Background: an optimization exercise with open tools, aiming at a short achievable clock period and few clock cycles per item. Do not read the settings as production practice.
Only simulation tests tie the RTL to the original design; equivalence was not proved.
Power is estimated from default activity; no workload was simulated.

File: flow/run.sh
#!/bin/bash
# synth_recipe.tcl (not shown) runs the flow's synth.tcl, then flattens the netlist and writes it again
# the make line also repeats each setting of config.mk as NAME=value (left out here)
make -C /OpenROAD-flow-scripts/flow DESIGN_CONFIG=/design/flow/config.mk WORK_HOME=/design/flow/orfs CLKGATE_MAP_FILE= SYNTH_SCRIPT=/design/flow/synth_recipe.tcl finish
File: flow/config.mk
export PLATFORM = sky130hd
export DESIGN_NAME = lru_key_value_cache_top
export DESIGN_NICKNAME = lru_key_value_cache_top
export VERILOG_FILES = /design/flow/design.v
export SDC_FILE = /design/flow/constraint.sdc
export NUM_CORES = 4
export LEC_CHECK = 0
export ABC_CLOCK_PERIOD_IN_PS = 2000
export CAP_MARGIN = 20
export CORE_MARGIN = 2
export CORE_UTILIZATION = 40
export SETUP_SLACK_MARGIN = 5
export SLEW_MARGIN = 20
File: flow/constraint.sdc
create_clock -name core_clock -period 8.0 [get_ports {clk}]
set_input_delay 1.6000 -clock core_clock [delete_from_list [all_inputs] [get_ports {clk}]]
set_output_delay 1.6000 -clock core_clock [all_outputs]
set_load 0.01 [all_outputs]
File: flow/design.v
package lkvc_pkg;
    localparam int ENTRIES_DEF = 16;
    localparam logic [4:0]  CAP_RESET  = 5'd16;
    localparam logic [31:0] MISS_VALUE = 32'hFFFF_FFFF;
    localparam logic REQ_GET = 1'b0;
    localparam logic REQ_PUT = 1'b1;
    localparam int RSPQ_DEPTH = 4;
endpackage
module lkvc_req_reg
(
    input  logic        clk,
    input  logic        rst_n,
    input  logic        load,
    input  logic        req_type,
    input  logic [31:0] key,
    input  logic [31:0] value,
    output logic        a_valid,
    output logic        a_type,
    output logic [31:0] a_key,
    output logic [31:0] a_val,
    output logic        a_eqp
);
    always_ff @(posedge clk or negedge rst_n)
    begin
        if (!rst_n)
        begin
            a_valid <= 1'b0;
        end
        else
        begin
            a_valid <= load;
        end
    end
    always_ff @(posedge clk)
    begin
        a_type <= req_type;
        a_key  <= key;
        a_val  <= value;
        a_eqp  <= (key == a_key);
    end
endmodule
module lkvc_rsp_reg
(
    input  logic        clk,
    input  logic        rst_n,
    input  logic        push,
    input  logic        in_hit,
    input  logic        in_ev,
    input  logic        in_get,
    input  logic [31:0] in_data,
    input  logic        take,
    output logic        out_valid,
    output logic        hit,
    output logic [31:0] read_value,
    output logic        evicted,
    output logic [31:0] evicted_key
);
    localparam int D = lkvc_pkg::RSPQ_DEPTH;
    logic [34:0]  q_mem [D];
    logic [D-1:0] rp;
    logic [D-1:0] wp;
    logic [D-1:0] qth;       
    logic         load_head;
    logic         from_q;
    logic [34:0]  q_head;
    logic [34:0]  src;
    logic [D-1:0] qth_ld;
    logic [D-1:0] qth_hold;
    logic [D-1:0] wp_ld;
    logic [D-1:0] wp_hold;
    assign load_head = !out_valid || take;
    assign from_q    = qth[0];
    always_comb
    begin
        q_head = '0;
        for (int i = 0; i < D; i++)
        begin
            q_head = q_head | (q_mem[i] & {35{rp[i]}});
        end
    end
    assign src = from_q ? q_head : {in_hit, in_ev, in_get, in_data};
    assign qth_ld   = (from_q && !push) ? {1'b0, qth[D-1:1]} : qth;
    assign qth_hold = push ? {qth[D-2:0], 1'b1} : qth;
    assign wp_ld    = (from_q && push) ? {wp[D-2:0], wp[D-1]} : wp;
    assign wp_hold  = push ? {wp[D-2:0], wp[D-1]} : wp;
    always_ff @(posedge clk)
    begin
        for (int i = 0; i < D; i++)
        begin
            if (push && wp[i])
            begin
                q_mem[i] <= {in_hit, in_ev, in_get, in_data};
            end
        end
    end
    always_ff @(posedge clk or negedge rst_n)
    begin
        if (!rst_n)
        begin
            rp        <= D'(1);
            wp        <= D'(1);
            qth       <= '0;
            out_valid <= 1'b0;
        end
        else
        begin
            if (load_head)
            begin
                rp        <= from_q ? {rp[D-2:0], rp[D-1]} : rp;
                wp        <= wp_ld;
                qth       <= qth_ld;
                out_valid <= from_q || push;
            end
            else
            begin
                wp        <= wp_hold;
                qth       <= qth_hold;
            end
        end
    end
    always_ff @(posedge clk)
    begin
        if (load_head)
        begin
            hit         <= src[34];
            evicted     <= src[33];
            read_value  <= src[32] ? src[31:0] : 32'd0;
            evicted_key <= src[32] ? 32'd0 : src[31:0];
        end
    end
endmodule
module lkvc_store
(
    input  logic        clk,
    input  logic        rst_n,
    input  logic        cfg_we,
    input  logic [4:0]  cfg_data,
    input  logic        a_valid,
    input  logic        a_type,
    input  logic [31:0] a_key,
    input  logic [31:0] a_val,
    input  logic        a_eqp,
    output logic        r_valid,
    output logic        res_hit,
    output logic        res_ev,
    output logic        res_get,
    output logic [31:0] res_data
);
    localparam int N = lkvc_pkg::ENTRIES_DEF;
    logic [31:0]  key_q [N];
    logic [31:0]  val_q [N];
    logic [N-1:0] vld_q;
    logic [N-1:0] lru_q;
    logic [N-1:0] ins_q;
    logic         full_q;
    logic [4:0]   cap_q;
    logic [N-1:0] capoh_q;
    logic [N*N-1:0] rec;      
    logic         c_valid;
    logic         c_put;
    logic         c_get;
    logic [31:0]  c_key;
    logic [31:0]  c_val;
    logic [N-1:0] c_eq;
    logic         c_eqp;
    logic         c_any;
    logic         c_eqsel;
    logic         ins_any_q;
    logic [N-1:0] r_mg;
    logic         r_getmiss;
    logic         r_evict;
    logic [31:0]  r_ek;
    logic [N-1:0] eq_a;
    logic         any_a;
    logic         eqsel_a;
    logic [N-1:0] sel;
    always_comb
    begin
        for (int i = 0; i < N; i++)
        begin
            eq_a[i] = vld_q[i] && (a_key == key_q[i]);
        end
    end
    assign any_a   = |eq_a;
    assign eqsel_a = |(eq_a & sel);
    always_ff @(posedge clk or negedge rst_n)
    begin
        if (!rst_n)
        begin
            c_valid <= 1'b0;
            c_put   <= 1'b0;
            c_get   <= 1'b0;
        end
        else
        begin
            c_valid <= a_valid;
            c_put   <= a_valid && (a_type == lkvc_pkg::REQ_PUT);
            c_get   <= a_valid && (a_type == lkvc_pkg::REQ_GET);
        end
    end
    always_ff @(posedge clk)
    begin
        c_eq    <= a_valid ? eq_a : '0;
        c_eqp   <= a_valid && a_eqp;
        c_any   <= a_valid && any_a;
        c_eqsel <= eqsel_a;
    end
    always_ff @(posedge clk)
    begin
        c_key <= a_key;
        c_val <= a_val;
    end
    logic [N-1:0] m;
    logic         hit;
    logic         hit_lru;
    logic [N-1:0] free_oh;
    logic         insert;
    logic         insert_nf;
    logic         evict;
    logic [N-1:0] ins;
    logic [N-1:0] touched;
    logic         touch_lru;
    logic [N-1:0] l2;
    logic [N-1:0] l2x;
    logic [N-1:0] lru_keep;
    logic         n0;
    logic         n1;
    logic         full_same;
    logic         full_inc;
    logic [31:0]  ek_raw;
    assign m       = (c_eq & ~ins_q) | (ins_q & {N{c_eqp}});
    assign hit     = ins_any_q ? ((c_any && !c_eqsel) || c_eqp) : c_any;
    assign hit_lru = |(m & lru_q);
    assign free_oh = vld_q ^ {vld_q[N-2:0], 1'b1};
    assign sel     = full_q ? lru_q : free_oh;
    assign insert    = c_put && !hit;
    assign insert_nf = insert && !full_q;
    assign evict     = insert && full_q;
    assign ins       = {N{insert}} & sel;
    assign touched   = m | ins;
    assign touch_lru = hit_lru || evict;
    assign n0 = !vld_q[0];
    assign n1 = vld_q[0] && !vld_q[1];
    always_comb
    begin
        for (int j = 0; j < N; j++)
        begin
            l2[j] = vld_q[j] && !lru_q[j];
            for (int i = 0; i < N; i++)
            begin
                if (i != j)
                begin
                    l2[j] = l2[j] && (!vld_q[i] || lru_q[i] || rec[i*N+j]);
                end
            end
        end
    end
    assign l2x      = l2 | (lru_q & {N{n1}});
    assign lru_keep = (n0 && c_put) ? free_oh : lru_q;
    assign full_same = |(vld_q & capoh_q);
    assign full_inc  = capoh_q[0] | (|(vld_q[N-2:0] & capoh_q[N-1:1]));
    always_comb
    begin
        ek_raw = '0;
        for (int i = 0; i < N; i++)
        begin
            ek_raw = ek_raw | (key_q[i] & {32{lru_q[i]}});
        end
    end
    always_ff @(posedge clk or negedge rst_n)
    begin
        if (!rst_n)
        begin
            vld_q <= '0;
            cap_q <= lkvc_pkg::CAP_RESET;
        end
        else
        begin
            if (cfg_we)
            begin
                cap_q <= cfg_data;
            end
            if (insert_nf)
            begin
                vld_q <= {vld_q[N-2:0], 1'b1};
            end
        end
    end
    always_ff @(posedge clk)
    begin
        for (int k = 0; k < N; k++)
        begin
            capoh_q[k] <= (cap_q == 5'd0) ? (k == 0) :
                          ((cap_q > 5'(N)) ? (k == N - 1) : (cap_q == 5'(k + 1)));
        end
        ins_q     <= ins;
        ins_any_q <= insert;
        lru_q     <= touch_lru ? l2x : lru_keep;
        full_q    <= insert_nf ? full_inc : full_same;
    end
    genvar gi;
    genvar gj;
    generate
        for (gi = 0; gi < N; gi++)
        begin : g_row
            for (gj = 0; gj < N; gj++)
            begin : g_col
                if (gi < gj)
                begin : g_age
                    logic u;
                    always_ff @(posedge clk)
                    begin
                        u <= touched[gi] | (u & ~touched[gj]);
                    end
                    assign rec[gi*N+gj] = u;
                    assign rec[gj*N+gi] = ~u;
                end
            end
            assign rec[gi*N+gi] = 1'b0;
        end
    endgenerate
    always_ff @(posedge clk)
    begin
        for (int i = 0; i < N; i++)
        begin
            if (ins[i])
            begin
                key_q[i] <= c_key;
            end
            if ((m[i] && c_put) || ins[i])
            begin
                val_q[i] <= c_val;
            end
        end
    end
    always_ff @(posedge clk or negedge rst_n)
    begin
        if (!rst_n)
        begin
            r_valid <= 1'b0;
        end
        else
        begin
            r_valid <= c_valid;
        end
    end
    always_ff @(posedge clk)
    begin
        res_hit   <= hit;
        res_get   <= c_get;
        r_mg      <= c_get ? m : '0;
        r_getmiss <= c_get && !hit;
        r_evict   <= evict;
        r_ek      <= ek_raw;
    end
    assign res_ev = r_evict;
    always_comb
    begin
        res_data = {32{r_getmiss}} | (r_ek & {32{r_evict}});
        for (int i = 0; i < N; i++)
        begin
            res_data = res_data | (val_q[i] & {32{r_mg[i]}});
        end
    end
endmodule
module lru_key_value_cache_top
#(
    parameter int ENTRIES = lkvc_pkg::ENTRIES_DEF
)
(
    input  logic               clk,
    input  logic               rst_n,
    input  logic               cfg_valid,
    output logic               cfg_ready,
    input  logic [4:0]         cfg_data,
    input  logic               in_valid,
    output logic               in_ready,
    input  logic               req_type,
    input  logic signed [31:0] key,
    input  logic signed [31:0] value,
    output logic               out_valid,
    input  logic               out_ready,
    output logic               hit,
    output logic signed [31:0] read_value,
    output logic               evicted,
    output logic signed [31:0] evicted_key
);
    localparam int MAXOUT = lkvc_pkg::RSPQ_DEPTH + 1;
    logic              in_xfer;
    logic              out_xfer;
    logic [MAXOUT-1:0] oth;          
    logic [MAXOUT-1:0] oth_up;
    logic [MAXOUT-1:0] oth_dn;
    logic              in_ready_q;
    logic          a_valid;
    logic          a_type;
    logic [31:0]   a_key;
    logic [31:0]   a_val;
    logic          a_eqp;
    logic          r_valid;
    logic          res_hit;
    logic          res_ev;
    logic          res_get;
    logic [31:0]   res_data;
    logic [31:0]   rv_u;
    logic [31:0]   ek_u;
    assign cfg_ready = 1'b1;
    assign in_ready  = in_ready_q;
    assign in_xfer   = in_valid && in_ready_q;
    assign out_xfer  = out_valid && out_ready;
    assign oth_up = {oth[MAXOUT-2:0], 1'b1};
    assign oth_dn = {1'b0, oth[MAXOUT-1:1]};
    always_ff @(posedge clk or negedge rst_n)
    begin
        if (!rst_n)
        begin
            oth <= '0;
        end
        else
        begin
            if (in_xfer && !out_xfer)
            begin
                oth <= oth_up;
            end
            else if (out_xfer && !in_xfer)
            begin
                oth <= oth_dn;
            end
        end
    end
    always_ff @(posedge clk)
    begin
        if (in_xfer)
        begin
            in_ready_q <= out_xfer ? !oth[MAXOUT-1] : !oth[MAXOUT-2];
        end
        else
        begin
            in_ready_q <= out_xfer || !oth[MAXOUT-1];
        end
    end
    lkvc_req_reg u_req_reg (
        .clk      (clk),
        .rst_n    (rst_n),
        .load     (in_xfer),
        .req_type (req_type),
        .key      (key),
        .value    (value),
        .a_valid  (a_valid),
        .a_type   (a_type),
        .a_key    (a_key),
        .a_val    (a_val),
        .a_eqp    (a_eqp)
    );
    lkvc_store u_store (
        .clk      (clk),
        .rst_n    (rst_n),
        .cfg_we   (cfg_valid && cfg_ready),
        .cfg_data (cfg_data),
        .a_valid  (a_valid),
        .a_type   (a_type),
        .a_key    (a_key),
        .a_val    (a_val),
        .a_eqp    (a_eqp),
        .r_valid  (r_valid),
        .res_hit  (res_hit),
        .res_ev   (res_ev),
        .res_get  (res_get),
        .res_data (res_data)
    );
    lkvc_rsp_reg u_rsp_reg (
        .clk         (clk),
        .rst_n       (rst_n),
        .push        (r_valid),
        .in_hit      (res_hit),
        .in_ev       (res_ev),
        .in_get      (res_get),
        .in_data     (res_data),
        .take        (out_ready),
        .out_valid   (out_valid),
        .hit         (hit),
        .read_value  (rv_u),
        .evicted     (evicted),
        .evicted_key (ek_u)
    );
    assign read_value  = rv_u;
    assign evicted_key = ek_u;
endmodule
==> run notes, run 1 <==
CTS root buf clkbuf_16; via count 41,400; Longest Clk Path Bufs 3; # IOs 144; routing usage on met3 about 6.7%; synth top area cells edfxtp_1 58%, dfxtp_1 11%, xnor2_1 6.2%, a221oi_1 3.3%, a22o_1 3.2%; initial antenna violation count 17; initial DRC count about 6,500; crit path launch u_req_reg.a_key[4]; wirelength, routed 231,000 microns; hold crit path type flop to flop; Starting Density between 40% and 50%; Static Leak 24.6 nW; Ys Warns 7; Routed Antenna Nets 0; H-tree depth 4; Port-buffer cells between 100 and 150; first-pass GRT wire length ~320,000 microns; Synth Flop Type edfxtp_1; routing usage on met1 about 37%; Die Footprint 163,000 sq um; Max Fclk between 300 and 400 MHz; Max Transition Viols Final 0; Yosys top cell area share between 50% and 60%; post-DR wirelength/cell 34.5 microns; post-route minimum period around 3.3 ns; Max Clock Skew between 0.04 and 0.05 ns; max_cap viols 0; gr usage total about 28%; Synth Register Bits approximately 1,600; total core area about 160,000 sq um; RSZ-0062 raised after global routing true; post-synthesis sequential area ratio 71.3%; Worst Path Max Fanout 17; CP Capture Type flop; GRT Residual Overflow 0; Die Width a little over 400 microns; vias in the first global route a little under 40,000; final-stage net count around 4,600; GR met2 Demand/Resource 42.1%; Setup Viol. Count Final 0; gr busiest metal met2; Post-synth EDFFs roughly 1,200; gpl congestion approximately 1.1; beginning of the worst register-to-register path u_req_reg.a_key[4]; Startpoint Class flop; placed cells about 6,400; post-route insts no fill 6,696; hold path startpoint u_req_reg.a_val[19]; Worst Path Required just under 9 ns; DRC viols 0; ratio of final minimum period to clock period 40.9%; Fill cells between 10,000 and 15,000; synthesized area per cell around 15 sq um; Final HPWL DP between 100,000 and 150,000 microns; CTS tree built; critical path class flop to flop; Max transition margin roughly 28%; Fin. Hold Viols 0; Syn-to-layout area delta 14.8%; Synth cell types 67; Post-Synthesis Cells 4,299; final setup TNS 0 ns; largest net degree at the start of global routing 49; drt pass-1 iters 6; post-synthesis cell area around 64,000 sq um; worst-margin pin slew about 1.1 ns; cell with the most instances after synthesis edfxtp_1; worst vdd ir around 240 uV; list of most frequent post-synthesis cells 1,246 x edfxtp_1, 451 x xnor2_1, 356 x dfxtp_1; vias per cell 6.18; post-synth top area cell edfxtp_1; Rows 146; CP Data Arrival Time ~4 ns; asr flop ratio synth between 2 and 3%; Sink Count between 1,500 and 2,000; status timing/DRC/antenna clean; Clock Latency Late Sink 0.82 ns; Vert. Die Dim 404 microns; Reg clk slew, reported paths roughly 0.06 ns; Net Count, Synth ~4,400; Power Dens Cells between 300 and 400 nW/um^2; total CTS buffers between 150 and 200; fraction of layout cells with a size suffix above 1 approximately 14%
## what timing repair did
item,CTS,global route
setup endpoints to repair,512,267
cloned,2,0
hold buffers,0,0
setup buffers,5,3
pin swaps,2,0
resized for setup,302,23
## flip-flops by register name (all words and copies together) (netlist names), 4 cells and up
register / flops
u_store.r_mg: 16
u_rsp_reg.q_mem: 140
u_req_reg.a_val: 32
u_store.capoh_q: 16
u_store.g_row.g_col.g_age.u: 120
u_store.key_q: 512
u_req_reg.a_key: 32
u_rsp_reg.qth: 4
u_rsp_reg.evicted_key: 32
u_store.ins_q: 16
u_store.c_eq: 16
u_store.lru_q: 16
u_store.c_key: 32
u_rsp_reg.rp: 4
u_rsp_reg.wp: 4
u_store.vld_q: 16
oth: 5
u_rsp_reg.read_value: 32
u_store.c_val: 32
u_store.cap_q: 5
u_store.val_q: 512
u_store.r_ek: 32
## where the power goes
part / switching [mW] / internal [mW] / leakage [nW]
Sequential: 0.915 / 10.4 / 14.9
Combinational: 2.61 / 1.24 / 6.98
Clock: 3.38 / 4.45 / 2.71
Total: 6.91 / 16.1 / 24.6
## worst paths after layout
kind / slack, ns / to / cells after the start
max reg2reg: 4.73 / u_store.c_any / 7
max in group asynchronous: 6.55 / u_store.vld_q[7] / 2
min in group asynchronous: 0.95 / u_store.c_get / 2
min reg2reg: 0.32 / u_store.c_val[19] / 0
max: 4.73 / u_store.c_any / 7
min: 0.32 / u_store.c_val[19] / 0
## cell families (layout without fill, tap and decap cells)
family / Yosys count / after routing / share of synthesized area [%]
xor gates and xnor gates: 559 / 559 / 7.65
and+or+nand+nor: 818 / 819 / 6.50
adders and majority gates: 5 / 5 / 0.0977
buffers and inverters: 303 / 622 / 2.22
DFF: 1646 / 1646 / 71.3
other: 1 / 6 / 0.00586
muxes: 68 / 68 / 1.21
AOI/OAI and AO/OA: 899 / 899 / 11.0
## cell type report
class / instances / area (sq um) / area share (%)
Antenna cell: 5 / 12.5 / 0.0170
Clock buffer: 233 / 4810 / 6.54
Clock inverter: 84 / 727 / 0.989
Inverter: 17 / 67.6 / 0.0920
Multi-Input combinational cell: 2351 / 17300 / 23.5
Sequential cell: 1646 / 45700 / 62.2
Tap cell: 2072 / 2590 / 3.53
Timing Repair Buffer: 287 / 2300 / 3.13
Timing Repair inverter: 1 / 7.51 / 0.0102
## layer usage
layer	wire length (microns)	share of wire [%]	up-vias
li1	-	-	17100
met1	87900	38	21000
met2	104000	45	2796
met3	25900	11	523
met4	13500	5.8	12
met5	80	0.035	-
## through the flow
step	utilization (%)	setup slack (ns)	area (sq um)	hold WS (ns)	power, mW
finish	46.3	4.73	73500	0.324	23.0
global route	46.3	4.97	73500	0.328	23.6
CTS	46.2	4.99	73300	0.322	22.9
detailed placement	42.8	3.42	68000	0.312	15.2
global placement	42.8	3.47	67900	0.313	15.2
floorplan	-	4.49	64200	0.310	13.2
## layout by cell type, fill, tap and decap left out, types with 28 or more instances in the layout
master	n
o21ai_0	75
a22oi_1	161
clkbuf_1	35
and3_1	49
clkinv_1	28
buf_2	69
clkdlybuf4s50_1	73
o22ai_1	38
buf_4	121
dfxtp_1	335
nand4_1	190
clkinv_2	31
a21oi_1	48
xor2_1	108
nand3_1	68
a221oi_1	244
nor4_1	31
nand2_1	203
edfxtp_1	1246
nor2_1	138
dfrtp_1	36
a21o_1	43
a22o_1	233
mux2_2	51
clkbuf_16	174
xnor2_1	450
## critical path, stage by stage, from the launching register on
cell and delay, ns:
dfxtp_1 0.32, buf_4 0.24, xnor2_1 0.62, nand4_1 0.31
nor4_1 0.96, nand3_1 0.33, nand4_1 0.19, o41a_1 0.17
Testbench counts, summed over its fixed seeds: cycles 12,032, items 12,000.
==> inputs of run 2 (changes only) <==
--- a/flow/design.v
+++ b/flow/design.v
@@ -17,8 +17,7 @@
     output logic        a_valid,
     output logic        a_type,
     output logic [31:0] a_key,
-    output logic [31:0] a_val,
-    output logic        a_eqp
+    output logic [31:0] a_val
 );
     always_ff @(posedge clk or negedge rst_n)
     begin
@@ -36,7 +35,6 @@
         a_type <= req_type;
         a_key  <= key;
         a_val  <= value;
-        a_eqp  <= (key == a_key);
     end
 endmodule
 module lkvc_rsp_reg
@@ -139,7 +137,7 @@
     input  logic        a_type,
     input  logic [31:0] a_key,
     input  logic [31:0] a_val,
-    input  logic        a_eqp,
+    input  logic [31:0] in_key,
     output logic        r_valid,
     output logic        res_hit,
     output logic        res_ev,
@@ -163,9 +161,15 @@
     logic [31:0]  c_val;
     logic [N-1:0] c_eq;
     logic         c_eqp;
+    logic         a_eq1;      
+    logic         a_eq2;      
     logic         c_any;
     logic         c_eqsel;
     logic         ins_any_q;
+    logic [N-1:0] w_ins;
+    logic [N-1:0] w_vwe;
+    logic [31:0]  w_key;
+    logic [31:0]  w_val;
     logic [N-1:0] r_mg;
     logic         r_getmiss;
     logic         r_evict;
@@ -178,7 +182,7 @@
     begin
         for (int i = 0; i < N; i++)
         begin
-            eq_a[i] = vld_q[i] && (a_key == key_q[i]);
+            eq_a[i] = vld_q[i] && (w_ins[i] ? a_eq2 : (a_key == key_q[i]));
         end
     end
     assign any_a   = |eq_a;
@@ -201,12 +205,14 @@
     always_ff @(posedge clk)
     begin
         c_eq    <= a_valid ? eq_a : '0;
-        c_eqp   <= a_valid && a_eqp;
+        c_eqp   <= a_valid && a_eq1;
         c_any   <= a_valid && any_a;
         c_eqsel <= eqsel_a;
     end
     always_ff @(posedge clk)
     begin
+        a_eq1 <= (in_key == a_key);
+        a_eq2 <= (in_key == c_key);
         c_key <= a_key;
         c_val <= a_val;
     end
@@ -266,6 +272,10 @@
         begin
             ek_raw = ek_raw | (key_q[i] & {32{lru_q[i]}});
         end
+        if (|(w_ins & lru_q))
+        begin
+            ek_raw = w_key;
+        end
     end
     always_ff @(posedge clk or negedge rst_n)
     begin
@@ -293,8 +303,8 @@
             capoh_q[k] <= (cap_q == 5'd0) ? (k == 0) :
                           ((cap_q > 5'(N)) ? (k == N - 1) : (cap_q == 5'(k + 1)));
         end
-        ins_q     <= ins;
-        ins_any_q <= insert;
+        ins_q     <= ins & {N{a_valid}};
+        ins_any_q <= insert && a_valid;
         lru_q     <= touch_lru ? l2x : lru_keep;
         full_q    <= insert_nf ? full_inc : full_same;
     end
@@ -321,15 +331,22 @@
     endgenerate
     always_ff @(posedge clk)
     begin
+        w_ins <= ins;
+        w_vwe <= (m & {N{c_put}}) | ins;
+        w_key <= c_key;
+        w_val <= c_val;
+    end
+    always_ff @(posedge clk)
+    begin
         for (int i = 0; i < N; i++)
         begin
-            if (ins[i])
+            if (w_ins[i])
             begin
-                key_q[i] <= c_key;
+                key_q[i] <= w_key;
             end
-            if ((m[i] && c_put) || ins[i])
+            if (w_vwe[i])
             begin
-                val_q[i] <= c_val;
+                val_q[i] <= w_val;
             end
         end
     end
@@ -396,7 +413,6 @@
     logic          a_type;
     logic [31:0]   a_key;
     logic [31:0]   a_val;
-    logic          a_eqp;
     logic          r_valid;
     logic          res_hit;
     logic          res_ev;
@@ -449,8 +465,7 @@
         .a_valid  (a_valid),
         .a_type   (a_type),
         .a_key    (a_key),
-        .a_val    (a_val),
-        .a_eqp    (a_eqp)
+        .a_val    (a_val)
     );
     lkvc_store u_store (
         .clk      (clk),
@@ -461,7 +476,7 @@
         .a_type   (a_type),
         .a_key    (a_key),
         .a_val    (a_val),
-        .a_eqp    (a_eqp),
+        .in_key   (key),
         .r_valid  (r_valid),
         .res_hit  (res_hit),
         .res_ev   (res_ev),
--- a/flow/config.mk
+++ b/flow/config.mk
@@ -8,6 +8,6 @@
 export ABC_CLOCK_PERIOD_IN_PS = 2000
 export CAP_MARGIN = 20
 export CORE_MARGIN = 2
-export CORE_UTILIZATION = 40
+export CORE_UTILIZATION = 55
 export SETUP_SLACK_MARGIN = 5
 export SLEW_MARGIN = 20
==> run notes, run 2 <==
placed cells slightly above 6,000; R2R Setup Slk about 4.8 ns; Starting Density 55.6%; Yosys top cell area share 55.9%; Fin. Hold Viols 0; max_cap viols 0; post-synth top area cell edfxtp_1; FF-to-FF path depth 8; synthesized area per cell 14.4 sq um; H-tree depth 4; # hold bufs at CTS 0; Longest Clk Path Bufs 3; Routed Antenna Nets 0; Sw Share between 30 and 40%; Startpoint Class flop; Worst Path Required ~8.7 ns; Synth cell types 58; CP Data Arrival Time approximately 3.9 ns; Synth Flop Type edfxtp_1; Setup Viol. Count Final 0; largest net degree at the start of global routing between 70 and 80; total core area ~120,000 sq um; worst hold path endpoint u_store.c_val[17]; Syn-to-layout area delta 13.3%; hold crit path type flop to flop; synth top area cells edfxtp_1 56%, dfxtp_1 14%, xnor2_1 5.8%, a22oi_1 3.4%, a221oi_1 2.3%; ratio of final minimum period to clock period between 30% and 40%; Reg clk slew, reported paths approximately 0.06 ns; GRT Residual Overflow 0; post-DR wirelength/cell 36.6 microns; commonest non-fill, non-tap cell in the layout edfxtp_1; asr flop ratio synth ~2.5%; cell with the most instances after synthesis edfxtp_1; status timing/DRC/antenna clean; gpl congestion 1.01; FF-to-FF End u_store.c_any; final-stage net count around 5,000; Hold Path Depth 0; Die Footprint between 100,000 and 150,000 sq um; Post-synth EDFFs 1,246; post-synthesis cell area about 67,000 sq um; Seq pwr share 49.3%; Vert. Die Dim about 350 microns; wirelength, routed roughly 240,000 microns; Max Clock Skew approximately 0.034 ns; biggest regs u_store.key_q (512), u_store.val_q (512), u_rsp_reg.q_mem (140); gr usage total a little under two fifths; via count roughly 44,000; vias in the first global route roughly 41,000; total CTS buffers about 180; Worst Path Max Fanout 16; Net Count, Synth 4,716; CTS tree built; combinational share of power between 10% and 20%; Clock Latency Late Sink just over 0.8 ns; post-route insts no fill between 6,000 and 7,000; first-pass GRT wire length 331,000 microns; clock power share around 34%; Rows 127; post-synthesis sequential area ratio a little under three quarters; list of most frequent post-synthesis cells 1,246 x edfxtp_1, 453 x dfxtp_1, 442 x xnor2_1; hold path startpoint u_req_reg.a_val[17]; Sink Count ~1,700; Max Fclk around 310 MHz; Final HPWL DP roughly 150,000 microns; Power Dens Cells ~320 nW/um^2; Port-buffer cells between 100 and 150; # IOs approximately 140; fraction of layout cells with a size suffix above 1 between 10% and 20%; beginning of the worst register-to-register path u_req_reg.a_key[10]; Max transition margin 12.8%; P_int between 15 and 20 mW; RSZ-0062 raised after global routing true; vias per cell 6.71; setup ws final between 4 and 5 ns; worst vdd ir roughly 260 uV; worst-margin pin slew around 1.3 ns; Static Leak ~26 nW; critical path class flop to flop; Die Width 353 microns; Post-Place Worst Slack a little over 4 ns; fin util a little over three fifths; Max Transition Viols Final 0; CP Capture Type flop; Post-Synthesis Cells between 4,000 and 5,000; post-route minimum period about 3.2 ns; Ys Warns 7; most frequent cells in the layout 1,246 x edfxtp_1, 436 x xnor2_1, 405 x dfxtp_1; NetSw roughly 7.7 mW; Synth Register Bits 1,743; drt pass-1 iters 6; CTS root buf clkbuf_16; initial antenna violation count 19; DRC viols 0; final hold slack ~0.32 ns; initial DRC count 7,160; final setup TNS 0 ns
==> run 2: changes by cell type in the layout (fill, tap and decap cells not counted), moves of 21 or more <==
cell,before,now
a21o_1,43,16
a21oi_1,48,94
a221oi_1,244,179
a22o_1,233,166
a22oi_1,161,305
clkbuf_1,35,57
clkinv_1,28,7
dfxtp_1,335,405
dfxtp_2,21,42
nand2_1,203,274
nor2_1,138,214
xor2_1,108,148
==> run 2: stage by stage <==
stage / total power [mW] / area [sq um]
2_1_floorplan: 14.0 / 66900
3_3_place_gp: 16.3 / 70000
3_5_place_dp: 16.3 / 70000
4_1_cts: 24.4 / 75600
5_1_grt: 25.2 / 75800
6_report: 24.6 / 75800
==> run 2: kinds of logic after synthesis <==
group,Yosys count,synth area share (%)
flip-flops,1743,71.2
AND/OR/NAND/NOR,985,7.21
AO/OA/AOI/OAI,944,10.7
XOR/XNOR,591,7.74
buffers and inverters,306,2.11
multiplexers,61,0.999
adder cells (fa/ha/maj),5,0.0935
other,1,0.00561
==> run 2: worst max-delay path, stage by stage, from the launching register on <==
cell and delay, ns:
dfxtp_1 0.33, buf_4 0.24, xnor2_1 0.51, nand4_1 0.43, nor4_1 0.66, nand3_1 0.43
nand2_1 0.22, nor4b_1 0.07, a41oi_1 0.16
==> run 2: worst max-delay path by stage <==
| stage | from | end | depth (start not counted) |
|---|---|---|---|
| CTS | u_rsp_reg.out_valid | out_valid | 1 |
| finish | u_req_reg.a_key[10] | u_store.c_any | 8 |
| global placement | out_ready | u_rsp_reg.qth[2] | 7 |
| global route | u_req_reg.a_key[13] | u_store.c_any | 8 |
| floorplan | out_ready | u_rsp_reg.rp[1] | 5 |
| detailed placement | out_ready | u_rsp_reg.rp[3] | 6 |
==> run 2: power by group through the flow <==
stage	sequential [mW]	combinational, mW	clock [mW]
3_3_place_gp	12.2	4.04	0
6_report	12.1	4.23	8.23
5_1_grt	12.2	4.38	8.62
3_5_place_dp	12.2	4.06	0
4_1_cts	12.1	4.04	8.28
2_1_floorplan	11.8	2.12	0
==> run 2: cell type report <==
class | count | area, sq um
repair buffers | 270 | 2100
diodes | 7 | 17.5
inverters | 18 | 71.3
well taps | 1612 | 2020
multi-input cells | 2588 | 18100
flip-flops and latches | 1743 | 47700
clock buffers | 264 | 5070
fillers | 9167 | 44500
clock inverters | 65 | 718
==> run 2: repair_timing <==
action                                 CTS  global route
setup endpoints to repair              215            44
endpoints found under the hold margin    0             0
pin swaps                                1             1
gates resized for setup                292            33
buffers inserted                         2             4
cloned                                   1             0
==> run 2: routing by layer <==
metal  vias up  track usage (%)  part of all wire (%)
met5         -                0                 0.056
met4        20             21.0                   6.2
met3       611             10.2                    11
met2      3074             56.4                    44
met1     22300             51.7                    38
li1      18100                -                     -
Testbench counts of run 2, summed over its fixed seeds: cycles 12,032, items 12,000.
==> inputs of run 3 (changes only) <==
==> flow/flow/run.sh (new file) <==
#!/bin/bash
set -euo pipefail
bash standard.sh SETUP_SLACK_MARGIN=5.6 finish > standard_make.log 2>&1
==> flow/standard.sh (new file) <==
#!/bin/bash
# synth_recipe.tcl (not shown) runs the flow's synth.tcl, then flattens the netlist and writes it again
# the make line also repeats each setting of config.mk as NAME=value (left out here)
make -C /OpenROAD-flow-scripts/flow DESIGN_CONFIG=/design/flow/config.mk WORK_HOME=/design/flow/orfs CLKGATE_MAP_FILE= SYNTH_SCRIPT=/design/flow/synth_recipe.tcl "${@:-finish}"
--- a/flow/config.mk
+++ b/flow/config.mk
@@ -9,5 +9,4 @@
 export CAP_MARGIN = 20
 export CORE_MARGIN = 2
 export CORE_UTILIZATION = 55
-export SETUP_SLACK_MARGIN = 5
 export SLEW_MARGIN = 20
removed: flow/run.sh
==> run notes, run 3 <==
Longest Clk Path Bufs 3; Vert. Die Dim 353 microns; final hold slack between 0.3 and 0.4 ns; CP Capture Type primary output; CTS root buf clkbuf_16; P_int around 17 mW; hold crit path type flop to flop; Synth Register Bits ~1,700; synthesized area per cell 14.4 sq um; Rows roughly 130; post-synth top area cell edfxtp_1; Die Width 353 microns; drt pass-1 iters 6; Final HPWL DP 153,000 microns; largest net degree at the start of global routing between 70 and 80; status timing/DRC/antenna clean; Post-synth EDFFs 1,246; worst-margin pin slew 1.18 ns; DRC viols 0; vias in the first global route approximately 42,000; commonest non-fill, non-tap cell in the layout edfxtp_1; Synth cell types 58; synth top area cells edfxtp_1 56%, dfxtp_1 14%, xnor2_1 5.8%, a22oi_1 3.4%, a221oi_1 2.3%; Sink Count around 1,700; initial DRC count approximately 7,600; first-pass GRT wire length 336,000 microns; Max Fclk ~330 MHz; NetSw slightly below 8 mW; Port-buffer cells roughly 140; combinational share of power between 15 and 20%; final setup TNS 0 ns; Max Clock Skew roughly 0.028 ns; gr usage total between 30 and 40%; Yosys top cell area share between 50% and 60%; asr flop ratio synth 2.52%; clock power share about a third; Power Dens Cells between 300 and 400 nW/um^2; Worst path slowest cell edfxtp_1; Max Transition Viols Final 0; gpl congestion between 1 and 1.5; Sw Share 31.2%; total CTS buffers between 150 and 200; Max transition margin around 22%; wirelength, routed between 200,000 and 250,000 microns; Routed Antenna Nets 0; simple-gate area share of the yosys netlist slightly above 7%; worst vdd ir roughly 260 uV; Clock Latency Late Sink 0.83 ns; final-stage net count slightly below 5,000; fraction of the mapped netlist area in adder cells 0.0935%; Syn-to-layout area delta 17.2%; cell with the most instances after synthesis edfxtp_1; largest family of logic cells by synthesized area compound AO/OA/AOI/OAI gates; biggest regs u_store.key_q (512), u_store.val_q (512), u_rsp_reg.q_mem (140); most frequent cells in the layout 1,246 x edfxtp_1, 405 x dfxtp_1, 378 x xnor2_1; via count 45,200; # IOs 144; post-synthesis sequential area ratio 71.2%; post-synthesis cell area 66,900 sq um; Die Footprint 124,000 sq um; vias per cell ~6.8; Post-Synthesis Cells 4,636; Synth Flop Type edfxtp_1; fin util between 60% and 70%; critical path class flop to primary output; Ys Warns 7; CP Data Arrival Time between 1 and 1.5 ns; CTS tree built; Reg clk slew, reported paths 0.06 ns; list of most frequent post-synthesis cells 1,246 x edfxtp_1, 453 x dfxtp_1, 442 x xnor2_1; delay of the slowest critical-path stage a little over 0.4 ns; Startpoint Class flop; Crit path buffers/inverters 1; Worst Path Max Fanout 1; post-route insts no fill about 6,600; Setup Viol. Count Final 0; post-DR wirelength/cell ~37 microns; Net Count, Synth around 4,700; ratio of final minimum period to clock period roughly 37%; fraction of layout cells with a size suffix above 1 between 15 and 20%; XOR/XNOR Fraction of Synth Area under 10%; max_cap viols 0; Fin. Hold Viols 0; Worst Path Required around 6.4 ns; CP Cell Sequence buf_2; Seq pwr share about half; total core area between 100,000 and 150,000 sq um; post-synthesis compound-gate area fraction between 10% and 20%; post-route minimum period 2.99 ns; Starting Density 55.6%; initial antenna violation count 15; placed cells roughly 6,200; mux contribution to synthesized area 0.999%; RSZ-0062 raised after global routing true; H-tree depth 4; Largest delay share family, worst path flip-flops; Static Leak around 27 nW; GRT Residual Overflow 0
-- run 3: cell counts after synthesis --
Identical to the previous run, type by type.
-- run 3: final cells by class --
| cell class | instances | area [sq um] |
|---|---|---|
| timing repair buffer | 355 | 3310 |
| sequential | 1743 | 47700 |
| antenna | 6 | 15.0 |
| clock buffer | 260 | 5160 |
| fill | 8885 | 41900 |
| tap | 1612 | 2020 |
| multi-input combinational | 2587 | 19500 |
| clock inverter | 68 | 659 |
| inverter | 18 | 78.8 |
-- run 3: cell families (layout without fill, tap and decap cells) --
logic type                 count (synthesis)  after routing
buffers and inverters                    306            701
AOI/OAI and AO/OA                        944            944
xor gates and xnor gates                 591            591
DFF                                     1743           1743
adders and majority gates                  5              5
and+or+nand+nor                          985            985
other                                      1              7
muxes                                     61             61
-- run 3: power by group through the flow --
stage	sequential [mW]	clock (mW)	combinational [mW]
global route	12.2	8.64	4.76
finish	12.2	8.25	4.63
detailed placement	12.3	0	4.03
global placement	12.3	0	4.01
floorplan	11.8	0	2.13
CTS	12.1	8.29	4.33
-- run 3: timing repair --
action | in CTS | in global routing
buffers inserted | 67 | 21
setup endpoints to repair | 491 | 220
gates cloned | 3 | 4
hold endpoints to repair | 0 | 0
pin swaps | 29 | 25
hold buffers | 0 | 0
gates resized for setup | 545 | 128
-- run 3: per-layer routing --
metal | up-vias | track usage, % | wire (microns) | part of all wire (%)
li1 | 18300 | - | - | -
met1 | 22600 | 52.2 | 90700 | 37
met2 | 3513 | 56.9 | 107000 | 43
met3 | 739 | 11.1 | 31900 | 13
met4 | 12 | 21.2 | 16200 | 6.6
met5 | - | 0 | 205 | 0.083
-- run 3: per-stage QoR --
step	total power, mW	instance area [sq um]	setup WS [ns]
2_1_floorplan	14.0	66900	4.52
3_3_place_gp	16.3	70000	4.25
3_5_place_dp	16.3	70000	4.28
4_1_cts	24.7	77400	4.97
5_1_grt	25.6	78400	4.98
6_report	25.1	78400	5.01
-- run 3: final timing paths --
| kind | start | endpoint | slack [ns] | depth (start not counted) |
|---|---|---|---|---|
| worst max-delay path | u_rsp_reg.evicted_key[19] | evicted_key[19] | 5.01 | 1 |
| worst min-delay path | u_store.c_val[15] | u_store.w_val[15] | 0.32 | 0 |
| worst max register to register | u_req_reg.a_key[19] | u_store.c_any | 5.41 | 8 |
| worst min register to register | u_store.c_val[15] | u_store.w_val[15] | 0.32 | 0 |
| max in group asynchronous | rst_n | u_store.vld_q[12] | 6.46 | 2 |
| min in group asynchronous | rst_n | oth[0] | 0.96 | 2 |
==> inputs of run 4 (changes only) <==
--- a/flow/design.v
+++ b/flow/design.v
@@ -66,7 +66,11 @@
     logic [D-1:0] qth_hold;
     logic [D-1:0] wp_ld;
     logic [D-1:0] wp_hold;
-    assign load_head = !out_valid || take;
+    logic         head_empty;    
+    logic [34:0]  hold;          
+    logic         hold_hit_n;
+    logic         hold_ev_n;
+    assign load_head = head_empty || take;
     assign from_q    = qth[0];
     always_comb
     begin
@@ -95,10 +99,11 @@
     begin
         if (!rst_n)
         begin
-            rp        <= D'(1);
-            wp        <= D'(1);
-            qth       <= '0;
-            out_valid <= 1'b0;
+            rp         <= D'(1);
+            wp         <= D'(1);
+            qth        <= '0;
+            out_valid  <= 1'b0;
+            head_empty <= 1'b1;
         end
         else
         begin
@@ -107,7 +112,8 @@
                 rp        <= from_q ? {rp[D-2:0], rp[D-1]} : rp;
                 wp        <= wp_ld;
                 qth       <= qth_ld;
-                out_valid <= from_q || push;
+                out_valid  <= from_q || push;
+                head_empty <= !(from_q || push);
             end
             else
             begin
@@ -120,11 +126,27 @@
     begin
         if (load_head)
         begin
+            hold       <= src;
+            hold_hit_n <= !src[34];
+            hold_ev_n  <= !src[33];
+        end
+    end
+    always_ff @(posedge clk)
+    begin
+        if (load_head)
+        begin
             hit         <= src[34];
             evicted     <= src[33];
             read_value  <= src[32] ? src[31:0] : 32'd0;
             evicted_key <= src[32] ? 32'd0 : src[31:0];
         end
+        else
+        begin
+            hit         <= !hold_hit_n;
+            evicted     <= !hold_ev_n;
+            read_value  <= hold[32] ? hold[31:0] : 32'd0;
+            evicted_key <= hold[32] ? 32'd0 : hold[31:0];
+        end
     end
 endmodule
 module lkvc_store
--- a/flow/config.mk
+++ b/flow/config.mk
@@ -9,4 +9,6 @@
 export CAP_MARGIN = 20
 export CORE_MARGIN = 2
 export CORE_UTILIZATION = 55
+export CTS_CLUSTER_DIAMETER = 80
+export CTS_CLUSTER_SIZE = 25
 export SLEW_MARGIN = 20
==> run notes, run 4 <==
hold crit path type flop to flop; synth top area cells edfxtp_1 54%, dfxtp_1 15%, xnor2_1 5.7%, a22oi_1 3.5%, a221oi_1 2.2%; worst-margin pin slew between 1 and 1.5 ns; Power Dens Cells about 300 nW/um^2; Largest delay share family, worst path flip-flops; post-synthesis cell area 67,600 sq um; delay of the slowest critical-path stage approximately 0.4 ns; Rows approximately 130; CTS tree built; Worst Path Max Fanout 2; CTS root buf clkbuf_16; Synth cell types 56; Vert. Die Dim between 300 and 400 microns; fraction of layout cells with a size suffix above 1 16.8%; total core area 122,000 sq um; Post-synth EDFFs roughly 1,200; Setup Viol. Count Final 0; Die Footprint roughly 130,000 sq um; Post-Synthesis Cells between 4,000 and 5,000; Max Transition Viols Final 0; Die Width roughly 350 microns; GRT Residual Overflow 0; hold path startpoint u_req_reg.a_val[20]; Yosys top cell area share a little over half; first-pass GRT wire length between 300,000 and 400,000 microns; crit path launch u_rsp_reg.out_valid; vias per cell 6.82; fin util between 60% and 70%; Fin. Hold Viols 0; biggest regs u_store.key_q (512), u_store.val_q (512), u_rsp_reg.q_mem (140); Clock Latency Late Sink approximately 0.75 ns; Max transition margin 20.3%; Worst path slowest cell dfrtp_1; # IOs between 100 and 150; CP Capture Type primary output; Max Clock Skew between 0.04 and 0.05 ns; total CTS buffers 84; final-stage net count about 5,100; Static Leak 26.5 nW; most frequent cells in the layout 1,215 x edfxtp_1, 419 x dfxtp_1, 380 x xnor2_1; status timing/DRC/antenna clean; Startpoint Class flop; final setup TNS 0 ns; post-synthesis sequential area ratio a little under three quarters; cell with the most instances after synthesis edfxtp_1; drt pass-1 iters 9; post-DR wirelength/cell approximately 37 microns; wirelength, routed 249,000 microns; list of most frequent post-synthesis cells 1,215 x edfxtp_1, 519 x dfxtp_1, 442 x xnor2_1; DP Area between 70,000 and 80,000 sq um; RSZ-0062 raised after global routing true; CP Cell Sequence buf_2; max_cap viols 0; worst hold path endpoint u_store.c_val[20]; Crit path buffers/inverters 1; post-synth top area cell edfxtp_1; gr usage total around two fifths; Hold Path Depth 0; DRC viols 0; Synth Flop Type edfxtp_1; Sink Count 1,779; post-route minimum period about 2.8 ns; # hold bufs at CTS 0; Routed Antenna Nets 0; largest net degree at the start of global routing 67; gpl congestion roughly 1.0; ratio of final minimum period to clock period about 36%; R2R Setup Slk ~5.4 ns; H-tree depth 3; initial antenna violation count 25; Net Count, Synth just under 5,000; worst vdd ir approximately 220 uV; asr flop ratio synth between 2 and 3%; Longest Clk Path Bufs 3; synthesized area per cell roughly 14 sq um; Port-buffer cells 142; Synth Register Bits approximately 1,800; fin area ~77,000 sq um; FF-to-FF End u_store.c_any; beginning of the worst register-to-register path u_req_reg.a_key[26]; CP Data Arrival Time 1.25 ns; Reg clk slew, reported paths 0.09 ns; Syn-to-layout area delta 14.0%; via count about 46,000; Ys Warns 7; Worst Path Required approximately 6.4 ns; vias in the first global route between 40,000 and 50,000; Starting Density 55.5%; Max Fclk roughly 350 MHz; critical path class flop to primary output; Final HPWL DP approximately 160,000 microns; initial DRC count 7,979; commonest non-fill, non-tap cell in the layout edfxtp_1; FF-to-FF path depth 8
run 4: cell count changes in the layout (fill, tap and decap cells not counted), moves of 32 or more:
cell       before  now
buf_2          68   19
buf_4         144  190
buf_6          30   91
clkbuf_16     187   88
dfxtp_2        35   91
inv_1          15   47
nand2_1       274  338
nor2_1        214  161
o21ai_0        41   74
run 4: layer usage:
metal  global-route usage [%]  up-vias  share of wire, %
li1                         -    18500                 -
met1                     52.3    23000                37
met2                     57.8     3440                44
met3                     9.52      739                12
met4                     20.9       18               6.9
met5                        0        -             0.049
run 4: area by class of cell:
cell class | count | area, sq um
Tap cell | 1625 | 2030
Antenna cell | 9 | 22.5
Clock inverter | 22 | 230
Sequential cell | 1779 | 48200
Inverter | 50 | 198
Timing Repair Buffer | 420 | 4250
Fill cell | 9258 | 44700
Clock buffer | 135 | 2330
Multi-Input combinational cell | 2663 | 19900
run 4: logic make-up after synthesis:
group                    after synthesis  synth area share [%]
flip-flops                          1779                  71.0
AO/OA/AOI/OAI                       1003                  10.9
AND/OR/NAND/NOR                      997                  7.16
XOR/XNOR                             591                  7.65
buffers and inverters                348                  2.23
multiplexers                          64                  1.04
adder cells (fa/ha/maj)                5                0.0925
other                                  1               0.00554
run 4: through the flow:
stage,setup slack (ns),power (mW),hold slack (ns),cells
2_1_floorplan,5.52,14.4,0.310,4788
3_3_place_gp,4.17,16.9,0.309,6402
3_5_place_dp,4.11,17.0,0.312,6402
4_1_cts,5.12,22.3,0.325,6622
5_1_grt,5.11,23.3,0.341,6695
6_report,5.15,22.8,0.332,6703
run 4: report_power, final:
part | internal (mW) | leakage (nW) | switching [mW]
logic | 1.78 | 9.32 | 3.43
registers | 11.3 | 16.0 | 1.30
clock network | 2.09 | 1.24 | 2.97
total | 15.1 | 26.5 | 7.70
run 4: what timing repair did:
item,4_1_cts,5_1_grt
gates resized for setup,697,167
pin swaps,33,60
setup endpoints to repair,405,250
gates cloned,5,4
buffers inserted,58,68
run 4: worst max path at each step:
stage / to / slack, ns / depth (start not counted)
floorplan: u_rsp_reg.read_value[10] / 5.52 / 7
global placement: u_rsp_reg.evicted_key[20] / 4.17 / 5
detailed placement: u_rsp_reg.evicted_key[18] / 4.11 / 5
CTS: out_valid / 5.12 / 1
global route: out_valid / 5.11 / 1
finish: out_valid / 5.15 / 1
Testbench counts of run 4, summed over its fixed seeds: cycles 12,032, items 12,000.
==> inputs of run 5 (changes only) <==
--- a/flow/config.mk
+++ b/flow/config.mk
@@ -8,7 +8,7 @@
 export ABC_CLOCK_PERIOD_IN_PS = 2000
 export CAP_MARGIN = 20
 export CORE_MARGIN = 2
-export CORE_UTILIZATION = 55
-export CTS_CLUSTER_DIAMETER = 80
+export CORE_UTILIZATION = 65
+export CTS_CLUSTER_DIAMETER = 70
 export CTS_CLUSTER_SIZE = 25
 export SLEW_MARGIN = 20
==> run notes, run 5 <==
status timing/DRC/antenna clean; Syn-to-layout area delta 13.4%; post-synthesis compound-gate area fraction 10.9%; Port-buffer cells ~140; Final HPWL DP roughly 150,000 microns; final-stage net count roughly 5,000; RSZ-0062 raised after global routing true; first-pass GRT wire length between 300,000 and 400,000 microns; CTS root buf clkbuf_16; Synth Flop Type edfxtp_1; mux contribution to synthesized area 1.04%; biggest regs u_store.key_q (512), u_store.val_q (512), u_rsp_reg.q_mem (140); via count around 46,000; hold crit path type flop to flop; Levels on crit path 1; largest family of logic cells by synthesized area compound AO/OA/AOI/OAI gates; Worst path slowest cell dfrtp_1; Die Footprint ~110,000 sq um; gpl congestion 1.08; critical path class flop to primary output; FF-to-FF path depth 7; Rows approximately 120; most frequent cells in the layout 1,215 x edfxtp_1, 429 x dfxtp_1, 373 x xnor2_1; clock power share about a quarter; CTS tree built; Worst Path Required about 6.4 ns; FF-to-FF End u_store.c_eq[6]; largest net degree at the start of global routing 71; # hold bufs at CTS 0; delay of the slowest critical-path stage a little under 0.4 ns; fraction of the mapped netlist area in adder cells less than 1%; NetSw ~7.8 mW; post-synthesis sequential area ratio 71.0%; Worst Path Max Fanout 2; Synth cell types between 50 and 60; cell with the most instances after synthesis edfxtp_1; final setup TNS 0 ns; H-tree depth 3; Routed Antenna Nets 0; Largest delay share family, worst path flip-flops; Yosys top cell area share around 54%; Setup Viol. Count Final 0; Max Fclk approximately 350 MHz; Crit path buffers/inverters 1; simple-gate area share of the yosys netlist between 7 and 8%; list of most frequent post-synthesis cells 1,215 x edfxtp_1, 519 x dfxtp_1, 442 x xnor2_1; DRC viols 0; Longest Clk Path Bufs 3; drt pass-1 iters 9; commonest non-fill, non-tap cell in the layout edfxtp_1; CP Cell Sequence buf_2; Sw Share 33.7%; XOR/XNOR Fraction of Synth Area approximately 7.7%; post-synth top area cell edfxtp_1; Startpoint Class flop; Post-synth EDFFs about 1,200; Fin. Hold Viols 0; Max Transition Viols Final 0; fraction of layout cells with a size suffix above 1 between 15 and 20%; Power Dens Cells between 300 and 400 nW/um^2; Fill cells around 6,700; # IOs approximately 140; Sink Count between 1,500 and 2,000; worst vdd ir 291 uV; Net Count, Synth about 5,000; total core area slightly above 100,000 sq um; post-DR wirelength/cell about 37 microns; R2R Setup Slk 5.49 ns; Overall Power ~23 mW; Ys Warns 7; final hold slack approximately 0.33 ns; beginning of the worst register-to-register path u_req_reg.a_key[13]; Clock Latency Late Sink 0.75 ns; Starting Density roughly two thirds; Post-Synthesis Cells 4,788; gr usage total roughly 44%; Die Width approximately 330 microns; combinational share of power 23.0%; ratio of final minimum period to clock period 35.8%; post-synthesis cell area between 60,000 and 70,000 sq um; CP Capture Type primary output; initial antenna violation count 26; asr flop ratio synth under 10%; Synth Register Bits 1,779; Max transition margin about a fifth; Seq pwr share roughly 54%; GRT Residual Overflow 0; initial DRC count ~9,200; synthesized area per cell between 10 and 15 sq um; synth top area cells edfxtp_1 54%, dfxtp_1 15%, xnor2_1 5.7%, a22oi_1 3.5%, a221oi_1 2.2%; Worst Setup EP out_valid; CP Data Arrival Time around 1.3 ns; Max Clock Skew between 0.03 and 0.04 ns; worst-margin pin slew roughly 1.2 ns; hold path startpoint u_req_reg.a_val[0]; crit path launch u_rsp_reg.out_valid; Reg clk slew, reported paths about 0.1 ns; Static Leak between 20 and 30 nW; vias per cell 7.21; vias in the first global route roughly 42,000; total CTS buffers 92; wirelength, routed roughly 240,000 microns; P_int between 15 and 20 mW; Vert. Die Dim between 300 and 400 microns; max_cap viols 0; post-route minimum period ~2.9 ns
## run 5: changes by cell type in the layout (fill, tap and decap cells not counted), sizes merged
cell           before  now
clkinv              6   10
diode               9   10
inv                64   75
clkinvlp            1    2
dlymetal6s2s        7    3
clkdlybuf4s50      60   63
buf               340  297
dlygate4sd2         4    6
bufbuf              2    0
clkdlybuf4s15       2    0
clkbuf            140  141
## run 5: kinds of logic (layout without fill, tap and decap cells)
group | after synthesis | count (layout)
AOI/OAI and AO/OA | 1003 | 1003
buffers and inverters | 348 | 598
xor gates and xnor gates | 591 | 591
DFF | 1779 | 1779
and+or+nand+nor | 997 | 999
other | 1 | 11
adders and majority gates | 5 | 5
muxes | 64 | 64
## run 5: how the worst min path moves through the flow
| stage | to | slack [ns] | cells after the start |
|---|---|---|---|
| detailed placement | u_store.c_val[24] | 0.31 | 0 |
| global placement | u_store.c_val[5] | 0.31 | 0 |
| finish | u_store.c_val[0] | 0.33 | 0 |
| floorplan | u_store.c_val[0] | 0.31 | 0 |
| CTS | u_store.c_val[0] | 0.33 | 0 |
| global route | u_store.c_val[0] | 0.33 | 0 |
## run 5: power by group through the flow
| stage | logic (mW) | clock network, mW | registers [mW] |
|---|---|---|---|
| 6_report | 5.34 | 5.45 | 12.4 |
| 4_1_cts | 4.82 | 5.43 | 12.3 |
| 2_1_floorplan | 2.22 | 0 | 12.2 |
| 5_1_grt | 5.43 | 5.74 | 12.5 |
| 3_3_place_gp | 4.37 | 0 | 12.4 |
| 3_5_place_dp | 4.42 | 0 | 12.5 |
## run 5: worst reg2reg max path: stages (launching register included)
cell	delay [ns]
dfxtp_4	0.40
buf_8	0.19
xnor2_2	0.43
nand4_1	0.34
nor4b_1	0.36
nand4_1	0.13
buf_4	0.20
a21oi_1	0.33
## run 5: layout make-up
cell class | instances | area (sq um) | share of cell area, %
flip-flops and latches | 1779 | 48200 | 62.8
multi-input cells | 2663 | 20000 | 26.0
repair buffers | 373 | 3650 | 4.76
clock buffers | 137 | 2550 | 3.33
well taps | 1380 | 1730 | 2.25
clock inverters | 37 | 413 | 0.538
inverters | 50 | 208 | 0.271
diodes | 10 | 25.0 | 0.0326
repair inverters | 1 | 8.76 | 0.0114
## run 5: what timing repair did
item | 4_1_cts | 5_1_grt
endpoints found under the setup margin | 414 | 214
pin swaps | 23 | 46
cloned | 4 | 4
endpoints found under the hold margin | 0 | 0
gates resized for setup | 649 | 194
setup buffers | 54 | 39
## run 5: metal layers
metal | up-vias | part of all wire (%) | global-route usage [%]
met4 | 28 | 7.2 | 24.7
met3 | 857 | 14 | 12.7
met5 | - | 0.076 | 0
met2 | 4049 | 44 | 64.6
li1 | 18500 | - | -
met1 | 22900 | 35 | 57.8
## run 5: metrics by stage
| step | area (sq um) | setup slack [ns] | cells | utilization (%) |
|---|---|---|---|---|
| 6_report | 76700 | 5.13 | 6430 | 74.2 |
| 5_1_grt | 76700 | 5.08 | 6421 | 74.2 |
| 4_1_cts | 75300 | 5.12 | 6377 | 72.8 |
| 3_5_place_dp | 70600 | 4.11 | 6145 | 68.3 |
| 3_3_place_gp | 70600 | 4.13 | 6143 | 68.3 |
| 2_1_floorplan | 67700 | 5.52 | 4788 | - |
==> inputs of run 6 (changes only) <==
--- a/flow/design.v
+++ b/flow/design.v
@@ -48,6 +48,7 @@
     input  logic [31:0] in_data,
     input  logic        take,
     output logic        out_valid,
+    output logic        valid_int,      
     output logic        hit,
     output logic [31:0] read_value,
     output logic        evicted,
@@ -71,6 +72,7 @@
     logic         hold_hit_n;
     logic         hold_ev_n;
     assign load_head = head_empty || take;
+    assign valid_int = !head_empty;
     assign from_q    = qth[0];
     always_comb
     begin
@@ -431,6 +433,7 @@
     logic [MAXOUT-1:0] oth_up;
     logic [MAXOUT-1:0] oth_dn;
     logic              in_ready_q;
+    logic              out_valid_int;
     logic          a_valid;
     logic          a_type;
     logic [31:0]   a_key;
@@ -445,7 +448,7 @@
     assign cfg_ready = 1'b1;
     assign in_ready  = in_ready_q;
     assign in_xfer   = in_valid && in_ready_q;
-    assign out_xfer  = out_valid && out_ready;
+    assign out_xfer  = out_valid_int && out_ready;
     assign oth_up = {oth[MAXOUT-2:0], 1'b1};
     assign oth_dn = {1'b0, oth[MAXOUT-1:1]};
     always_ff @(posedge clk or negedge rst_n)
@@ -515,6 +518,7 @@
         .in_data     (res_data),
         .take        (out_ready),
         .out_valid   (out_valid),
+        .valid_int   (out_valid_int),
         .hit         (hit),
         .read_value  (rv_u),
         .evicted     (evicted),
--- a/flow/config.mk
+++ b/flow/config.mk
@@ -8,7 +8,7 @@
 export ABC_CLOCK_PERIOD_IN_PS = 2000
 export CAP_MARGIN = 20
 export CORE_MARGIN = 2
-export CORE_UTILIZATION = 65
-export CTS_CLUSTER_DIAMETER = 70
+export CORE_UTILIZATION = 55
+export CTS_CLUSTER_DIAMETER = 80
 export CTS_CLUSTER_SIZE = 25
 export SLEW_MARGIN = 20
==> run notes, run 6 <==
status timing/DRC/antenna clean; initial antenna violation count 21; Worst Path Max Fanout 2; Port-buffer cells roughly 140; post-DR wirelength/cell roughly 37 microns; placed cells 6,381; list of most frequent post-synthesis cells 1,215 x edfxtp_1, 519 x dfxtp_1, 443 x xnor2_1; Power Dens Cells just under 300 nW/um^2; Ys Warns 7; hold crit path type flop to flop; Max Fclk ~350 MHz; Clock Latency Late Sink between 0.7 and 0.8 ns; Static Leak approximately 27 nW; worst vdd ir 225 uV; vias per cell 6.77; Startpoint Class flop; post-synthesis sequential area ratio between 70% and 80%; CTS root buf clkbuf_16; Max Transition Viols Final 0; synthesized area per cell 14.1 sq um; FF-to-FF path depth 9; first-pass GRT wire length between 300,000 and 400,000 microns; final hold slack about 0.33 ns; Longest Clk Path Bufs 3; Seq pwr share 55.0%; Sink Count approximately 1,800; Synth cell types 55; Top Layer Used met5; final-stage net count 5,070; H-tree depth 3; # IOs approximately 140; Routed Antenna Nets 0; DRC viols 0; Worst Path Required approximately 6.4 ns; clock power share a little under a quarter; Hold Path Depth 0; Syn-to-layout area delta 14.0%; largest net degree at the start of global routing 67; critical path class flop to primary output; Net Count, Synth 4,864; Rows between 100 and 150; GRT Residual Overflow 0; ratio of final minimum period to clock period between 30% and 40%; delay of the slowest critical-path stage between 0.3 and 0.4 ns; initial DRC count around 7,400; biggest regs u_store.key_q (512), u_store.val_q (512), u_rsp_reg.q_mem (140); Metal-1 WL a little over 90,000 microns; Max Clock Skew 0.0496 ns; setup ws final around 5.2 ns; vias in the first global route 41,800; gpl congestion ~1.0; Largest delay share family, worst path flip-flops; DP Area a little over 70,000 sq um; Yosys top cell area share between 50% and 60%; via count ~45,000; beginning of the worst register-to-register path u_req_reg.a_key[20]; Sw Share 33.4%; RSZ-0062 raised after global routing true; Reg clk slew, reported paths about 0.10 ns; post-route minimum period 2.83 ns; CP Capture Type primary output; max_cap viols 0; NetSw 7.58 mW; worst hold path endpoint u_store.w_val[17]; Vert. Die Dim between 300 and 400 microns; wirelength, routed 250,000 microns; Setup Viol. Count Final 0; Synth Flop Type edfxtp_1; total CTS buffers between 80 and 90; post-synthesis cell area a little under 70,000 sq um; synth top area cells edfxtp_1 54%, dfxtp_1 15%, xnor2_1 5.7%, a22oi_1 3.5%, a221oi_1 2.2%; Die Footprint 126,000 sq um; Post-synth EDFFs between 1,000 and 1,500; Post-Synthesis Cells between 4,000 and 5,000; Final HPWL DP 156,000 microns; Overall Power ~23 mW; final setup TNS 0 ns; Starting Density a little under three fifths; met2 wire len 112,000 microns; Worst path slowest cell dfrtp_1; post-synth top area cell edfxtp_1; P_int approximately 15 mW; hold path startpoint u_store.c_val[17]; Fill cells slightly above 9,000; drt pass-1 iters 6; CP Cell Sequence buf_2; Fin. Hold Viols 0; post-route insts no fill about 6,700; Crit path buffers/inverters 1; CTS tree built; Post-Place Worst Slack ~4 ns; FF-to-FF End u_store.c_any; R2R Setup Slk 5.47 ns; gr usage total between 30 and 40%; commonest non-fill, non-tap cell in the layout edfxtp_1; Synth Register Bits between 1,500 and 2,000; combinational share of power a little over a fifth; fin area about 77,000 sq um; total core area about 120,000 sq um; cell with the most instances after synthesis edfxtp_1; CP Data Arrival Time about 1.2 ns; Max transition margin 30.1%; fin util between 60% and 70%; most frequent cells in the layout 1,215 x edfxtp_1, 419 x dfxtp_1, 383 x xnor2_1; worst-margin pin slew 1.05 ns; Routed met3 length just under 30,000 microns; fraction of layout cells with a size suffix above 1 16.3%; asr flop ratio synth 2.53%; Die Width around 350 microns
run 6: cell count changes after synthesis, moves of 2 or more:
cell | before | now
buf_1 | 27 | 34
a22oi_1 | 319 | 316
buf_2 | 83 | 80
nor2_1 | 177 | 174
a21oi_1 | 103 | 101
clkbuf_1 | 163 | 161
nand2_1 | 342 | 340
nand3_1 | 87 | 85
run 6: area by class of cell:
| type | instances | area [sq um] | share of cell area [%] |
|---|---|---|---|
| flip-flops and latches | 1779 | 48200 | 62.5 |
| multi-input cells | 2660 | 19800 | 25.7 |
| repair buffers | 411 | 4140 | 5.37 |
| clock buffers | 138 | 2430 | 3.16 |
| well taps | 1625 | 2030 | 2.64 |
| clock inverters | 24 | 270 | 0.350 |
| inverters | 49 | 203 | 0.263 |
| diodes | 12 | 30.0 | 0.0389 |
| repair inverters | 2 | 17.5 | 0.0227 |
run 6: power by group through the flow:
stage | combinational [mW] | sequential [mW] | clock [mW]
2_1_floorplan | 2.17 | 12.1 | 0
3_3_place_gp | 4.18 | 12.5 | 0
3_5_place_dp | 4.20 | 12.6 | 0
4_1_cts | 4.62 | 12.4 | 5.24
5_1_grt | 5.15 | 12.5 | 5.53
6_report | 5.00 | 12.5 | 5.21
run 6: layer usage:
layer | global-route usage (%) | up-vias
met5 | 0 | -
li1 | - | 18500
met3 | 9.58 | 614
met4 | 18.8 | 8
met1 | 52.2 | 22900
met2 | 58.8 | 3251
run 6: worst reg2reg max path, cell delays in order, from the launching register on:
cell and delay [ns]:
dfxtp_4 0.40, buf_4 0.17, buf_4 0.17, xnor2_1 0.43, nand4_1 0.20, nor4_2 0.33, nand3_2 0.31, nand2_1 0.17
nor4b_1 0.06, a41oi_1 0.18
run 6: cell families after synthesis:
family	after synthesis	share of synthesized area, %
and+or+nand+nor	994	7.15
DFF	1779	71.0
buffers and inverters	347	2.21
other	1	0.00554
AOI/OAI and AO/OA	1002	10.9
adders and majority gates	5	0.0925
xor gates and xnor gates	592	7.67
muxes	64	1.04
run 6: how the worst max path moves through the flow:
stage / start / to / slack, ns / cells past startpoint
floorplan: out_ready / u_rsp_reg.read_value[10] / 5.48 / 7
CTS: u_rsp_reg.out_valid / out_valid / 5.13 / 1
global placement: out_ready / u_rsp_reg.evicted_key[13] / 4.16 / 5
detailed placement: out_ready / u_rsp_reg.evicted_key[21] / 4.09 / 5
global route: u_rsp_reg.out_valid / out_valid / 5.12 / 1
finish: u_rsp_reg.out_valid / out_valid / 5.17 / 1
run 6: what timing repair did:
item / in CTS / in global routing
hold buffers: 0 / 0
setup buffers: 58 / 75
cloned: 5 / 7
setup endpoints to repair: 414 / 262
pin swaps: 37 / 37
gates resized for setup: 673 / 154
Testbench counts of run 6, summed over its fixed seeds: cycles 12,032, items 12,000.

[afterwards: timing with drivers on the ports]
How much do the figures lean on ideal ports? The routed layouts below were timed once more, with nothing changed but the port constraints. Step 1: set_driving_cell puts a clkbuf_16 on clk and a buf_2 on each other input, an assumption about the parent block. Step 2 adds t to the input delays and takes it off the output delays; t is the mean of the earliest and latest rising clock arrival at the registers after step 1. Input paths then give back, and output paths get back, about the clock's delay inside the block. a / b / c = no drivers / after step 1 / after step 2; a / b = the first two.
run | t (ns) | setup slack, ns | worst hold slack (ns) | clock arrival spread, ns | cell pins on the clock port's net
run 1 | 0.883 | 4.726 / 4.726 / 4.317 | 0.324 / 0.324 / 0.324 | 0.048 / 0.048 | 1
run 2 | 0.890 | 4.815 / 4.815 / 3.937 | 0.320 / 0.320 / 0.320 | 0.036 / 0.036 | 1
run 3 | 0.897 | 5.014 / 4.931 / 4.621 | 0.318 / 0.318 / 0.318 | 0.031 / 0.032 | 1
run 4 | 0.812 | 5.154 / 5.074 / 4.785 | 0.332 / 0.332 / 0.332 | 0.047 / 0.046 | 1
run 5 | 0.811 | 5.134 / 5.052 / 4.774 | 0.328 / 0.328 / 0.328 | 0.038 / 0.038 | 1
run 6 | 0.797 | 5.167 / 5.085 / 4.680 | 0.325 / 0.325 / 0.325 | 0.051 / 0.051 | 1
After both steps setup and hold are still met in every run listed. The setup slack of run 2, which loses most, moves by 0.000 ns with the drivers and by -0.878 ns with both steps.
